From an optimization exercise on the open Yosys and OpenROAD flow, aimed at small area and a short achievable clock period; shortcuts taken in it are not production practice.
The RTL was checked by simulation tests, not by an equivalence proof against the original design.
Power is estimated from default activity; no workload was simulated. The clock port is modelled as an ideal driver; clocking choices that lean on that would not hold on a real chip.

Design data_mem_lat, start of the top module:
module data_mem_lat
#(
  parameter int DATA_W  = data_mem_pkg::DEF_DATA_W,
  parameter int ADDR_W  = data_mem_pkg::DEF_ADDR_W,
  parameter int DEPTH   = data_mem_pkg::DEF_DEPTH,
  parameter int LATENCY = data_mem_pkg::DEF_LATENCY
) (
  input  logic              clk,
  input  logic              rst,
  input  logic              read,
  input  logic              write,
  input  logic [ADDR_W-1:0] address,
  input  logic [DATA_W-1:0] write_data,
  input  logic              parity_inj,
  output logic [DATA_W-1:0] read_data,
  output logic              busy_wait,
  output logic              err,
  output logic              parity_err
);
Size in the first run: ~32 I/O pins, about 53000 um^2 of cells after synthesis.
export LEC_CHECK = 0
export ABC_AREA = 1
export CAP_MARGIN = 10
export CORE_MARGIN = 2
export CORE_UTILIZATION = 65
export CTS_CLUSTER_DIAMETER = 70
export CTS_CLUSTER_SIZE = 32
export SETUP_SLACK_MARGIN = 4.4
export SLEW_MARGIN = 10
create_clock -name core_clock -period 7.5 [get_ports {clk}]
standard.sh (not shown) runs the stock make flow with config.mk's settings and CLKGATE_MAP_FILE= SYNTH_SCRIPT=/design/flow/synth_recipe.tcl, a recipe that flattens the netlist after the stock synthesis.
==> flow/flow/run.sh <==
#!/bin/bash
# Layout flow: the standard layout (standard.sh), with these changes:
# - synthesis keeps the small module data_mem_busy (the combinational
#   busy_wait, an input-to-output path) apart until the final flatten, so
#   that ABC maps it by itself rather than merged with the request logic;
# - clock tree synthesis inserts no dummy loads;
# - the port buffers start as the smallest buffer (repair upsizes them).
# Registers, their names and cell types are those of the standard synthesis.
set -euo pipefail
here=$(pwd)
bash standard.sh SYNTH_KEEP_MODULES=data_mem_busy \
  "CTS_ARGS=-sink_clustering_enable -repair_clock_nets -sink_clustering_size 32 -sink_clustering_max_diameter 70 -dont_use_dummy_load" \
  "BUFFER_PORTS_ARGS=-buffer_cell sky130_fd_sc_hd__buf_1" \
  finish > "$here/run_standard.log" 2>&1
The starting point finished clean.
==> next run, changes <==
- CAP_MARGIN: 10 -> 20
- SLEW_MARGIN: 10 -> 20
Outcome: Clock-buffer cell count went down by 1; total power barely changes; setup slack is about the same.
==> next run, changes <==
- CORE_UTILIZATION: 65 -> 85
- SLEW_MARGIN: 20 -> 40
Outcome:
- The changed run died in 4_1_cts (DPL-0033)
- area after synthesis is unchanged
- synthesized cell count is unchanged
==> next run, changes <==
- CORE_UTILIZATION: 85 -> 75
Result: Now the flow passed the timing, design-rule and antenna checks. Synthesized area stays the same. Synthesized cell count does not change.
==> next run, changes <==
--- a/flow/flow/run.sh
+++ b/flow/flow/run.sh
@@ -2 +2 @@
-# Layout flow: the standard layout (standard.sh), with these changes:
+# Layout flow: the standard layout (standard.sh), with two changes:
@@ -6,2 +6 @@
-# - clock tree synthesis inserts no dummy loads;
-# - the port buffers start as the smallest buffer (repair upsizes them).
+# - clock tree synthesis inserts no dummy loads.
@@ -13 +11,0 @@
-  "BUFFER_PORTS_ARGS=-buffer_cell sky130_fd_sc_hd__buf_1" \
- CORE_UTILIZATION: 75 -> 65
- SETUP_SLACK_MARGIN: 4.4 -> 4.0
Design area increases by about 0.46%. Sequential power stays flat. Total power is about the same. Setup slack gets worse by 28 ps. Routed wire length decreases by about 4.6%. Register-to-register slack gets worse by 150 ps.
==> next run, changes <==
--- a/flow/flow/run.sh
+++ b/flow/flow/run.sh
@@ -2 +2 @@
-# Layout flow: the standard layout (standard.sh), with two changes:
+# Layout flow: the standard layout (standard.sh), with these changes:
@@ -6 +6,2 @@
-# - clock tree synthesis inserts no dummy loads.
+# - clock tree synthesis inserts no dummy loads;
+# - the port buffers start as the smallest buffer (repair upsizes them).
@@ -11 +12,2 @@
-  "CTS_ARGS=-sink_clustering_enable -repair_clock_nets -sink_clustering_size 32 -sink_clustering_max_diameter 70 -dont_use_dummy_load" \
+  "CTS_ARGS=-sink_clustering_enable -repair_clock_nets -buf_list sky130_fd_sc_hd__clkbuf_4 -sink_clustering_size 11 -sink_clustering_max_diameter 45 -dont_use_dummy_load" \
+  "BUFFER_PORTS_ARGS=-buffer_cell sky130_fd_sc_hd__buf_1" \
- SETUP_SLACK_MARGIN: 4.0 -> 4.4
What happened: Non-clock buffer count is higher by 3. Utilization is lower by 0.59 points. Critical path depth is unchanged. Worst hold slack got worse by 36 ps. Final cell count is higher by 3.4%. Sequential share of layout area is higher by 0.71 points.

========
== run 1 ==
data_mem_lat again, from the RTL that the note above started with.
==> flow/config.mk <==
export PLATFORM = sky130hd
export DESIGN_NAME = data_mem_lat
export DESIGN_NICKNAME = data_mem_lat
export VERILOG_FILES = /design/flow/design.v
export SDC_FILE = /design/flow/constraint.sdc
export NUM_CORES = 4
export LEC_CHECK = 0
export ABC_AREA = 1
export CAP_MARGIN = 20
export CORE_MARGIN = 2
export CORE_UTILIZATION = 65
export CTS_CLUSTER_DIAMETER = 70
export CTS_CLUSTER_SIZE = 32
export SETUP_SLACK_MARGIN = 4.0
export SLEW_MARGIN = 40
==> flow/constraint.sdc <==
create_clock -name core_clock -period 7.5 [get_ports {clk}]
set_input_delay 1.5000 -clock core_clock [delete_from_list [all_inputs] [get_ports {clk}]]
set_output_delay 1.5000 -clock core_clock [all_outputs]
set_load 0.01 [all_outputs]
==> flow/flow/run.sh <==
#!/bin/bash
# Layout flow: the standard layout (standard.sh), with two changes:
# - synthesis keeps the small module data_mem_busy (the combinational
#   busy_wait, an input-to-output path) apart until the final flatten, so
#   that ABC maps it by itself rather than merged with the request logic;
# - clock tree synthesis inserts no dummy loads;
# - the port buffers start as the smallest buffer (repair upsizes them).
# Registers, their names and cell types are those of the standard synthesis.
set -euo pipefail
here=$(pwd)
bash standard.sh SYNTH_KEEP_MODULES=data_mem_busy \
  "CTS_ARGS=-sink_clustering_enable -repair_clock_nets -sink_clustering_size 32 -sink_clustering_max_diameter 70 -dont_use_dummy_load" \
  "BUFFER_PORTS_ARGS=-buffer_cell sky130_fd_sc_hd__buf_1" \
  finish > "$here/run_standard.log" 2>&1
Run 1 completed end to end with timing, DRC and antenna clean.
The following lists how run 2 was set up differently from run 1:
# run 1
export LEC_CHECK = 0
export ABC_AREA = 1
export CAP_MARGIN = 20
export CORE_MARGIN = 2
export CORE_UTILIZATION = 65
export CTS_CLUSTER_DIAMETER = 70
export CTS_CLUSTER_SIZE = 32
export SETUP_SLACK_MARGIN = 4.0
export SLEW_MARGIN = 40
create_clock -name core_clock -period 7.5 [get_ports {clk}]
# run 2
export LEC_CHECK = 0
export ABC_AREA = 1
export CAP_MARGIN = 20
export CORE_MARGIN = 2
export CORE_UTILIZATION = 65
export CTS_CLUSTER_DIAMETER = 70
export CTS_CLUSTER_SIZE = 32
export SETUP_SLACK_MARGIN = 4.2
export SLEW_MARGIN = 40
create_clock -name core_clock -period 7.5 [get_ports {clk}]
--- a/flow/flow/run.sh
+++ b/flow/flow/run.sh
@@ -2 +2 @@
-# Layout flow: the standard layout (standard.sh), with two changes:
+# Layout flow: the standard layout (standard.sh), with these changes:
## What came out
Each of the runs, namely run 1 and run 2, reached the end of the flow and came out clean.
Run 2 against run 1: post-detailed-routing wire length shows an increase of 0.34%, fraction of area in registers shows no meaningful change, cell count comparable.
Input changes introduced in run 3 (baseline for comparison: run 2):
# run 2
export LEC_CHECK = 0
export ABC_AREA = 1
export CAP_MARGIN = 20
export CORE_MARGIN = 2
export CORE_UTILIZATION = 65
export CTS_CLUSTER_DIAMETER = 70
export CTS_CLUSTER_SIZE = 32
export SETUP_SLACK_MARGIN = 4.2
export SLEW_MARGIN = 40
create_clock -name core_clock -period 7.5 [get_ports {clk}]
# run 3
export LEC_CHECK = 0
export ABC_AREA = 1
export CAP_MARGIN = 20
export CORE_MARGIN = 2
export CORE_UTILIZATION = 65
export CTS_CLUSTER_DIAMETER = 70
export CTS_CLUSTER_SIZE = 32
export SETUP_SLACK_MARGIN = 4.4
export SLEW_MARGIN = 40
create_clock -name core_clock -period 7.5 [get_ports {clk}]
==> notes.md <==
- Run 3 completed every stage of the flow, and the final layout passed the timing, design-rule and antenna checks.
- Run comparison: run 3 highest signal layer in the routed design met4; run 2 highest signal layer in the routed design met5
- Run 3 gives less total detailed-routing wirelength than run 2 did.
- Looking at run 2 and run 3, the cell count is a wash.
- Looking at run 2 and run 3, the total power divided by cell area is a wash.
For run 4, these inputs were changed with respect to run 3:
# run 3
export LEC_CHECK = 0
export ABC_AREA = 1
export CAP_MARGIN = 20
export CORE_MARGIN = 2
export CORE_UTILIZATION = 65
export CTS_CLUSTER_DIAMETER = 70
export CTS_CLUSTER_SIZE = 32
export SETUP_SLACK_MARGIN = 4.4
export SLEW_MARGIN = 40
create_clock -name core_clock -period 7.5 [get_ports {clk}]
# run 4
export LEC_CHECK = 0
export ABC_AREA = 1
export CAP_MARGIN = 20
export CORE_MARGIN = 2
export CORE_UTILIZATION = 65
export CTS_CLUSTER_DIAMETER = 70
export CTS_CLUSTER_SIZE = 32
export SETUP_SLACK_MARGIN = 5.0
export SLEW_MARGIN = 40
create_clock -name core_clock -period 7.5 [get_ports {clk}]
[summary]
- Run 4: number of cells in the finished layout apart from fillers is 0.82% higher than what run 3 reported.
- Looking at worst-path cell with the longest stage delay, the sky130_fd_sc_hd__buf_6 result is from run 3; the sky130_fd_sc_hd__buf_8 one comes from run 4.
- Between run 4 and run 3, the difference in cell count after placement is negligible.
- Both conditions hold for run 4: the flow ran to the end and the final layout passed the timing, design-rule and antenna checks.
- On global-route met2 utilization, run 4 and run 3 are basically level.
- Looking at run 4 and run 3, the global placement routability congestion is a wash.
- Run 4 against run 3: power rose by 160 uW, top achievable clock speed fell by 0.34%, fraction of power spent switching nets rose by 0.18 points.
- Lower proportion of final cell area spent on non-clock buffers goes to run 3 over run 4.
- Net count reported at finish was higher in the run labelled run 4.
- Comparing run 3 with run 4, the sequential cell count of the final layout came out essentially unchanged.
The inputs of run 5 differ from those of run 4 as listed below.
# run 4
export LEC_CHECK = 0
export ABC_AREA = 1
export CAP_MARGIN = 20
export CORE_MARGIN = 2
export CORE_UTILIZATION = 65
export CTS_CLUSTER_DIAMETER = 70
export CTS_CLUSTER_SIZE = 32
export SETUP_SLACK_MARGIN = 5.0
export SLEW_MARGIN = 40
create_clock -name core_clock -period 7.5 [get_ports {clk}]
# run 5
export LEC_CHECK = 0
export ABC_AREA = 1
export CAP_MARGIN = 20
export CORE_MARGIN = 2
export CORE_UTILIZATION = 65
export CTS_CLUSTER_DIAMETER = 70
export CTS_CLUSTER_SIZE = 32
export SETUP_SLACK_MARGIN = 4.4
export SLEW_MARGIN = 40
create_clock -name core_clock -period 7.5 [get_ports {clk}]
--- a/flow/flow/run.sh
+++ b/flow/flow/run.sh
@@ -12 +12 @@
-  "CTS_ARGS=-sink_clustering_enable -repair_clock_nets -sink_clustering_size 32 -sink_clustering_max_diameter 70 -dont_use_dummy_load" \
+  "CTS_ARGS=-sink_clustering_enable -repair_clock_nets -sink_clustering_size 36 -sink_clustering_max_diameter 70 -dont_use_dummy_load" \
### Flow results
| cell area | run 5 vs run 4 | 1.3% lower |
Compared with run 4, run 5 shows clock tree buffer count of the final layout lower by 7.
On arrival time of data at the critical path endpoint, run 4 and run 5 are neck and neck.
Against run 4, run 5 comes in 1.1 points higher on share of the final layout cell area in sequential cells.
Taking run 4 as the reference, in run 5 detailed placer's ending HPWL lower, total instance count after detailed placement barely changed.

static timing again, ports no longer ideal:
In the flow no input, the clock included, has a driving cell. The finished layouts below were timed again as built, in two steps.
Step 1 sets driving cells, clkbuf_16 on the clock port and buf_2 on the other inputs (assumed; they add their load-dependent delay and slew).
Step 2 also shifts input and output timing later by t, the mid clock arrival at the registers, as if the neighbouring blocks saw the same clock.
a / b / c = no drivers / after step 1 / after step 2; a / b = the first two.
run	shift t [ns]	setup WS [ns]	worst setup path after step 2	worst register clock-pin slew, ns	worst slew at a driven data input, ns
the first run of note 1	0.695	4.067 / 4.023 / 4.023	input to output	0.12 / 0.12	0.06
the second run of note 1	0.715	4.066 / 4.029 / 4.029	input to output	0.11 / 0.11	0.05
the fourth run of note 1	0.714	4.071 / 4.038 / 4.038	input to output	0.12 / 0.12	0.05
the fifth run of note 1	0.708	4.043 / 4.020 / 4.020	input to output	0.12 / 0.12	0.04
the sixth run of note 1	1.159	3.950 / 3.892 / 3.928	input to output	0.12 / 0.12	0.04
run 1	0.712	4.039 / 4.016 / 4.016	input to output	0.11 / 0.11	0.04
run 2	0.713	4.063 / 4.031 / 4.031	input to output	0.11 / 0.11	0.04
run 3	0.715	4.084 / 4.033 / 4.033	input to output	0.12 / 0.12	0.06
run 4	0.724	4.072 / 4.031 / 4.031	input to output	0.12 / 0.12	0.05
run 5	0.710	4.083 / 4.033 / 4.033	input to output	0.12 / 0.12	0.06
After both steps setup and hold are still met in every run listed. The setup slack of run 3, which loses most, moves by -0.051 ns with the drivers and by -0.051 ns with both steps.
